This design comes from an exercise in tuning for small area on the open sky130 flow, not from production work. Only simulation tests tie the RTL to the original design; equivalence was not proved. Power is estimated from default activity; no workload was simulated.

===== design/flow/run.sh =====
#!/bin/bash
# synth_recipe.tcl (not shown) runs the flow's synth.tcl, then flattens the netlist and writes it again
# the make line also repeats each setting of config.mk as NAME=value (left out here)
make -C /OpenROAD-flow-scripts/flow DESIGN_CONFIG=/design/flow/config.mk WORK_HOME=/design/flow/orfs CLKGATE_MAP_FILE= SYNTH_SCRIPT=/design/flow/synth_recipe.tcl finish

===== design/flow/design.v =====
module fp_wb_tag_pipe #(
  parameter int Lat  = 1,
  parameter int DstW = 5
) (
  input  logic            clock,
  input  logic            nReset,
  input  logic            inValid,
  input  logic [DstW-1:0] inDst,
  output logic            outValid,
  output logic [DstW-1:0] outDst
);
  logic [Lat-1:0]  vld;
  logic [DstW-1:0] dst [Lat];
  always_ff @(posedge clock or negedge nReset) begin
    if (!nReset) begin
      vld <= '0;
      for (int i = 0; i < Lat; i++) dst[i] <= '0;
    end else begin
      vld[0] <= inValid;
      dst[0] <= inDst;
      for (int i = 1; i < Lat; i++) begin
        vld[i] <= vld[i-1];
        dst[i] <= dst[i-1];
      end
    end
  end
  assign outValid = vld[Lat-1];
  assign outDst   = dst[Lat-1];
endmodule
module fp_writeback_ctrl #(
  parameter int FPRegWidth   = 43,
  parameter int RegAddrWidth = 5,
  parameter int AddSubLat    = 8,
  parameter int MulLat       = 6,
  parameter int DivLat       = 20,
  parameter int SqrtLat      = 20,
  parameter int WbDepth      = 16
) (
  input  logic                      clock,
  input  logic                      nReset,
  input  logic                      AddSubIssue,
  input  logic                      MulIssue,
  input  logic                      DivIssue,
  input  logic                      SqrtIssue,
  input  logic                      AbsOpp1Issue,
  input  logic                      AbsOpp2Issue,
  input  logic [RegAddrWidth-1:0]   AddSubDst,
  input  logic [RegAddrWidth-1:0]   MulDst,
  input  logic [RegAddrWidth-1:0]   DivDst,
  input  logic [RegAddrWidth-1:0]   SqrtDst,
  input  logic [RegAddrWidth-1:0]   AbsOpp1Dst,
  input  logic [RegAddrWidth-1:0]   AbsOpp2Dst,
  input  logic [FPRegWidth-1:0]     AddSubOut,
  input  logic [FPRegWidth-1:0]     MulOut,
  input  logic [FPRegWidth-1:0]     DivOut,
  input  logic [FPRegWidth-1:0]     SqrtOut,
  input  logic [FPRegWidth-1:0]     AbsOpp1Out,
  input  logic [FPRegWidth-1:0]     AbsOpp2Out,
  output logic                      IssueStall,
  output logic                      RegWrEn,
  output logic [RegAddrWidth-1:0]   RegWrAddr,
  output logic [FPRegWidth-1:0]     RegWrData,
  output logic [2**RegAddrWidth-1:0] Pending,
  output logic                      ProtoErr
);
  localparam int NumRegs = 2**RegAddrWidth;
  localparam int NumSrc  = 6;
  localparam int PtrW    = $clog2(WbDepth);
  localparam int CntW    = PtrW + 1;
  localparam int EntryW  = RegAddrWidth + FPRegWidth;
  logic [NumSrc-1:0]       issueReq, issueAcc;
  logic [RegAddrWidth-1:0] issueDst [NumSrc];
  logic [NumSrc-1:0]       compValid;
  logic [RegAddrWidth-1:0] compDst  [NumSrc];
  logic [FPRegWidth-1:0]   compData [NumSrc];
  logic [PtrW-1:0]         compIdx  [NumSrc];
  logic [EntryW-1:0]       mem [WbDepth];
  logic [PtrW-1:0]         wrPtr, rdPtr;
  logic [CntW-1:0]         fifoCount, numComp, numIssue, outstanding;
  logic                    pop;
  logic [EntryW-1:0]       head;
  logic [NumRegs-1:0]      pendingNext;
  logic                    protoHit;
  assign issueReq = {SqrtIssue, DivIssue, MulIssue, AddSubIssue, AbsOpp2Issue, AbsOpp1Issue};
  assign issueAcc = IssueStall ? '0 : issueReq;
  always_comb begin
    issueDst[0] = AbsOpp1Dst;
    issueDst[1] = AbsOpp2Dst;
    issueDst[2] = AddSubDst;
    issueDst[3] = MulDst;
    issueDst[4] = DivDst;
    issueDst[5] = SqrtDst;
  end
  fp_wb_tag_pipe #(.Lat(AddSubLat), .DstW(RegAddrWidth)) uAddSubPipe (
    .clock(clock), .nReset(nReset), .inValid(issueAcc[2]), .inDst(AddSubDst),
    .outValid(compValid[2]), .outDst(compDst[2]));
  fp_wb_tag_pipe #(.Lat(MulLat), .DstW(RegAddrWidth)) uMulPipe (
    .clock(clock), .nReset(nReset), .inValid(issueAcc[3]), .inDst(MulDst),
    .outValid(compValid[3]), .outDst(compDst[3]));
  fp_wb_tag_pipe #(.Lat(DivLat), .DstW(RegAddrWidth)) uDivPipe (
    .clock(clock), .nReset(nReset), .inValid(issueAcc[4]), .inDst(DivDst),
    .outValid(compValid[4]), .outDst(compDst[4]));
  fp_wb_tag_pipe #(.Lat(SqrtLat), .DstW(RegAddrWidth)) uSqrtPipe (
    .clock(clock), .nReset(nReset), .inValid(issueAcc[5]), .inDst(SqrtDst),
    .outValid(compValid[5]), .outDst(compDst[5]));
  assign compValid[0] = issueAcc[0];
  assign compValid[1] = issueAcc[1];
  assign compDst[0]   = AbsOpp1Dst;
  assign compDst[1]   = AbsOpp2Dst;
  always_comb begin
    compData[0] = AbsOpp1Out;
    compData[1] = AbsOpp2Out;
    compData[2] = AddSubOut;
    compData[3] = MulOut;
    compData[4] = DivOut;
    compData[5] = SqrtOut;
  end
  always_comb begin
    logic [PtrW-1:0] slot;
    slot     = wrPtr;
    numComp  = '0;
    numIssue = '0;
    for (int i = 0; i < NumSrc; i++) begin
      compIdx[i] = slot;
      if (compValid[i]) begin
        slot    = slot + PtrW'(1);
        numComp = numComp + CntW'(1);
      end
      numIssue = numIssue + CntW'(issueAcc[i]);
    end
  end
  assign pop        = (fifoCount != '0);
  assign head       = mem[rdPtr];
  assign RegWrEn    = pop;
  assign RegWrAddr  = pop ? head[EntryW-1:FPRegWidth] : '0;
  assign RegWrData  = pop ? head[FPRegWidth-1:0]      : '0;
  assign IssueStall = (outstanding > CntW'(WbDepth - NumSrc));
  always_ff @(posedge clock) begin
    for (int i = 0; i < NumSrc; i++)
      if (compValid[i]) mem[compIdx[i]] <= {compDst[i], compData[i]};
  end
  always_comb begin
    protoHit = |issueReq & IssueStall;
    for (int i = 0; i < NumSrc; i++) begin
      if (issueAcc[i] && Pending[issueDst[i]]) protoHit = 1'b1;
      for (int j = 0; j < i; j++)
        if (issueAcc[i] && issueAcc[j] && (issueDst[i] == issueDst[j])) protoHit = 1'b1;
    end
  end
  always_comb begin
    pendingNext = Pending;
    if (pop) pendingNext[head[EntryW-1:FPRegWidth]] = 1'b0;
    for (int i = 0; i < NumSrc; i++)
      if (issueAcc[i]) pendingNext[issueDst[i]] = 1'b1;
  end
  always_ff @(posedge clock or negedge nReset) begin
    if (!nReset) begin
      wrPtr       <= '0;
      rdPtr       <= '0;
      fifoCount   <= '0;
      outstanding <= '0;
      Pending     <= '0;
      ProtoErr    <= 1'b0;
    end else begin
      wrPtr       <= wrPtr + numComp[PtrW-1:0];
      rdPtr       <= rdPtr + PtrW'(pop);
      fifoCount   <= fifoCount + numComp - CntW'(pop);
      outstanding <= outstanding + numIssue - CntW'(pop);
      Pending     <= pendingNext;
      if (protoHit) ProtoErr <= 1'b1;
    end
  end
endmodule

===== design/flow/config.mk =====
export PLATFORM = sky130hd
export DESIGN_NAME = fp_writeback_ctrl
export DESIGN_NICKNAME = fp_writeback_ctrl
export VERILOG_FILES = /design/flow/design.v
export SDC_FILE = /design/flow/constraint.sdc
export NUM_CORES = 4
export LEC_CHECK = 0
export CAP_MARGIN = 20
export CORE_MARGIN = 2
export CORE_UTILIZATION = 40
export SLEW_MARGIN = 20

===== design/flow/constraint.sdc =====
create_clock -name core_clock -period 6.0 [get_ports {clock}]
set_input_delay 1.2000 -clock core_clock [delete_from_list [all_inputs] [get_ports {clock}]]
set_output_delay 1.2000 -clock core_clock [all_outputs]
set_load 0.01 [all_outputs]

==> results.tsv <==
metric	value	unit
drt_iter0_drc	18431	
use_met2	59.0	%
stdcell_count	13201	
cts_buffer_depth	3	
synth_nets	10535	
antenna_found_initial	38	
gp_congestion	1.01	
hp-class	in2async	
switching_power	28700	uW
dr_total_vias	94739	
setup_tns	0	ns
status	timing/DRC/antenna clean	
period_minus_slack	5.79	ns
yosysTopAreaCell	edfxtp_1	
slew_headroom	22.0	%
num_rows	170	
fillers	19879	
ys_top_cells_by_area	edfxtp_1, dfrtp_1, nand2_1	
grt_pass1_wl	669000	um
initial_core_util	40.3	%
cp_data_required_time	6.59	ns
ir_worst_vdd	0.000731	V
wl	487000	um
cts_buffers	141	
period_share	96.6	%
final_common_cell	nand2_1	
hold_viol_final	0	
fp.dieW	469	um
synthArstFlopShare	32.8	%
wl_per_cell	36.9	um
hpwl	317000	um
synth_ff_type	edfxtp_1	
p_comb_share	61.6	%
path_class	reg2reg	
die-height	469	um
fmax	173	MHz
intPower	33000	uW
p_sw_share	46.5	%
skew	0.0402	ns
seq_area_frac_synth	37.5	%
timing.rr.start	outstanding[1]$_DFF_PN0_	
overflow	0	
synth_cell_type_count	83	
maxCapViolCount	0	
globalRouteMet1Util	55.7	%
leakage	0.0409	uW
netlist_instances	10158	
final_cell_mix	nand2_1, a21oi_1, a22o_1	
fp.dieArea	220000	um2
dp.cells	12923	
drive_gt1_share	15.8	%
slew_viol_final	0	
synth-edff-count	768	
power	61700	uW
worst_pin_slew	1.17	ns
rsz0062_at_grt	no	
synth_top_area_share	26.7	%
root_buffer	clkbuf_16	
crit_start	outstanding[1]$_DFF_PN0_	
ant_nets	0	
critPathMaxFanout	29	
met3_usage	16.9	%
top_usage_layer	met2	
htree_levels	4	
grt_pass1_vias	87250	
dr.pass1.iters	12	
avgSynthCellArea	8.52	um2
io_pins	379	
post-route-drc-count	0	
clkPwrFrac	14.7	%
insertion_delay	0.87	ns
ys_warn_count	15	
areaGrowthSynthToFinish	22.1	%
end_kind	flop	
clock_sinks	1143	
cts_tree	done	
hold_ws	0.237	ns
powerDensity	584	nW/um2
vias_per_cell	7.18	
grtUsageTotal	42.8	%
synth-seq-cells	1143	
pwr-share-seq	23.7	%
setup_violations	0	
cp.arrival	6.38	ns
path_clk_slew	0.07	ns
core	215000	um2
synth.cell_area	86500	um2
placement.io_buffers	378	
cp-start-kind	flop	
final_nets	10608	
grt_max_degree	123	
[power by group through the flow]
stage	sequential (uW)	combinational, uW	clock [uW]
after floorplan	13900	18800	0
after global placement	14500	35700	0
after detailed placement	14600	36100	0
after CTS	14500	36300	9080
after global routing	14700	38700	9370
final	14600	38000	9090
[layer usage]
metal	part of all wire, %	vias up
li1	-	37392
met2	40	9575
met1	35	45377
met5	0.051	-
met4	7.7	40
met3	17	2355
[synthesized netlist by cell type, types with 12 or more instances]
cell,number
a211o_1,52
a211oi_1,13
a21o_1,12
a21oi_1,957
a221oi_1,26
a22o_1,769
and2_1,67
and3_1,334
buf_1,341
buf_2,118
clkbuf_1,956
dfrtp_1,375
edfxtp_1,768
ha_1,76
inv_1,76
mux2i_1,259
mux4_2,284
nand2_1,2089
nand3_1,236
nand4_1,24
nor2_1,768
nor2b_1,17
nor3_1,48
nor4_1,25
o211ai_1,396
o21ai_0,348
o22ai_1,56
o311ai_0,340
xnor2_1,71
xor2_1,61
[metrics by stage]
stage	cell area [um2]	util (%)	setup slack (ns)
after floorplan	86700	-	-1.34
after global placement	101000	46.9	-0.611
after detailed placement	101000	46.9	-0.469
after CTS	106000	49.1	0.287
after global routing	106000	49.1	0.0101
final	106000	49.2	0.207
[state kept, by name, summed over array words and instances (netlist names), 5 cells and up]
signal           cells
uSqrtPipe.dst      100
outstanding          5
uAddSubPipe.dst     40
fifoCount            5
uDivPipe.dst       100
uMulPipe.dst        30
uAddSubPipe.vld      8
Pending             32
uSqrtPipe.vld       20
uMulPipe.vld         6
uDivPipe.vld        20
mem                768
[logic make-up (layout without fill, tap and decap cells)]
group	Yosys count	in the layout	share of synthesized area (%)
adder cells (fa/ha/maj)	81	81	1.22
AND/OR/NAND/NOR	3679	3679	18.1
flip-flops	1143	1143	37.5
buffers and inverters	1513	1697	6.84
AO/OA/AOI/OAI	3058	3058	24.5
other	0	21	0
multiplexers	547	547	10.4
XOR/XNOR	137	137	1.46
[worst max-delay path, cell delays in order (launching register included)]
cell,delay [ns]
dfrtp_1,0.42
inv_1,0.09
ha_1,0.23
nor2b_1,0.26
a21oi_4,0.13
nand2_8,0.09
inv_4,0.05
a21o_1,0.19
ha_1,0.27
nand2b_4,0.15
a221oi_4,0.27
nor2_2,0.07
ha_1,0.27
nor2b_1,0.05
inv_1,0.09
o31ai_4,0.09
ha_4,0.32
mux2i_4,0.07
buf_4,0.18
ha_1,0.25
and2_1,0.19
nand4_1,0.10
buf_4,0.12
nor2_1,0.04
nor3_2,0.59
buf_12,0.32
o311ai_0,0.33
a22o_1,0.27
[final timing paths]
path	to	slack, ns	depth (start not counted)
min	Pending[23]$_DFF_PN0_	0.24	1
min reg2reg	uDivPipe.dst[8][3]$_DFF_PN0_	0.32	0
max in group asynchronous	uSqrtPipe.dst[5][2]$_DFF_PN0_	4.41	2
max reg2reg	mem[0][21]$_DFFE_PP_	0.21	27
max	mem[0][21]$_DFFE_PP_	0.21	27
min in group core_clock	uDivPipe.dst[8][3]$_DFF_PN0_	0.32	0
[final cells by class]
class | instances | area (um2) | share of cell area [%]
Multi-Input combinational cell | 7502 | 49200 | 46.6
Sequential cell | 1143 | 32500 | 30.7
Timing Repair Buffer | 1364 | 15200 | 14.4
Clock buffer | 171 | 3720 | 3.53
Tap cell | 2838 | 3550 | 3.36
Clock inverter | 83 | 1060 | 1.01
Inverter | 79 | 303 | 0.287
Antenna cell | 21 | 52.6 | 0.0498
[timing repair]
item | 4_1_cts | 5_1_grt
buffers inserted | 0 | 3
hold buffers | 0 | 0
endpoints found under the setup margin | 0 | 12
gates resized for setup | 0 | 1

## what the ideal ports hide
The results above use ideal ports. As a check the final layout listed here was re-extracted and re-timed, cells and wires unchanged. Step 1, drivers: a clkbuf_16 drives clock and a buf_2 each remaining input, both assumed. Step 2 also shifts input and output timing later by t, the mid clock arrival at the registers, as if the neighbouring blocks saw the same clock. Three values: no drivers, after step 1, after step 2; two values: the first two.
t (ns): 0.941
setup slack, ns: 0.207 / 0.207 / -0.570
worst setup path at the end: input to register
clock arrival spread, ns: 0.051 / 0.050
With both steps, setup timing fails in this run, where it was met with ideal ports. For this run, drivers alone change the setup slack by 0.000 ns; drivers and shift together by -0.777 ns.
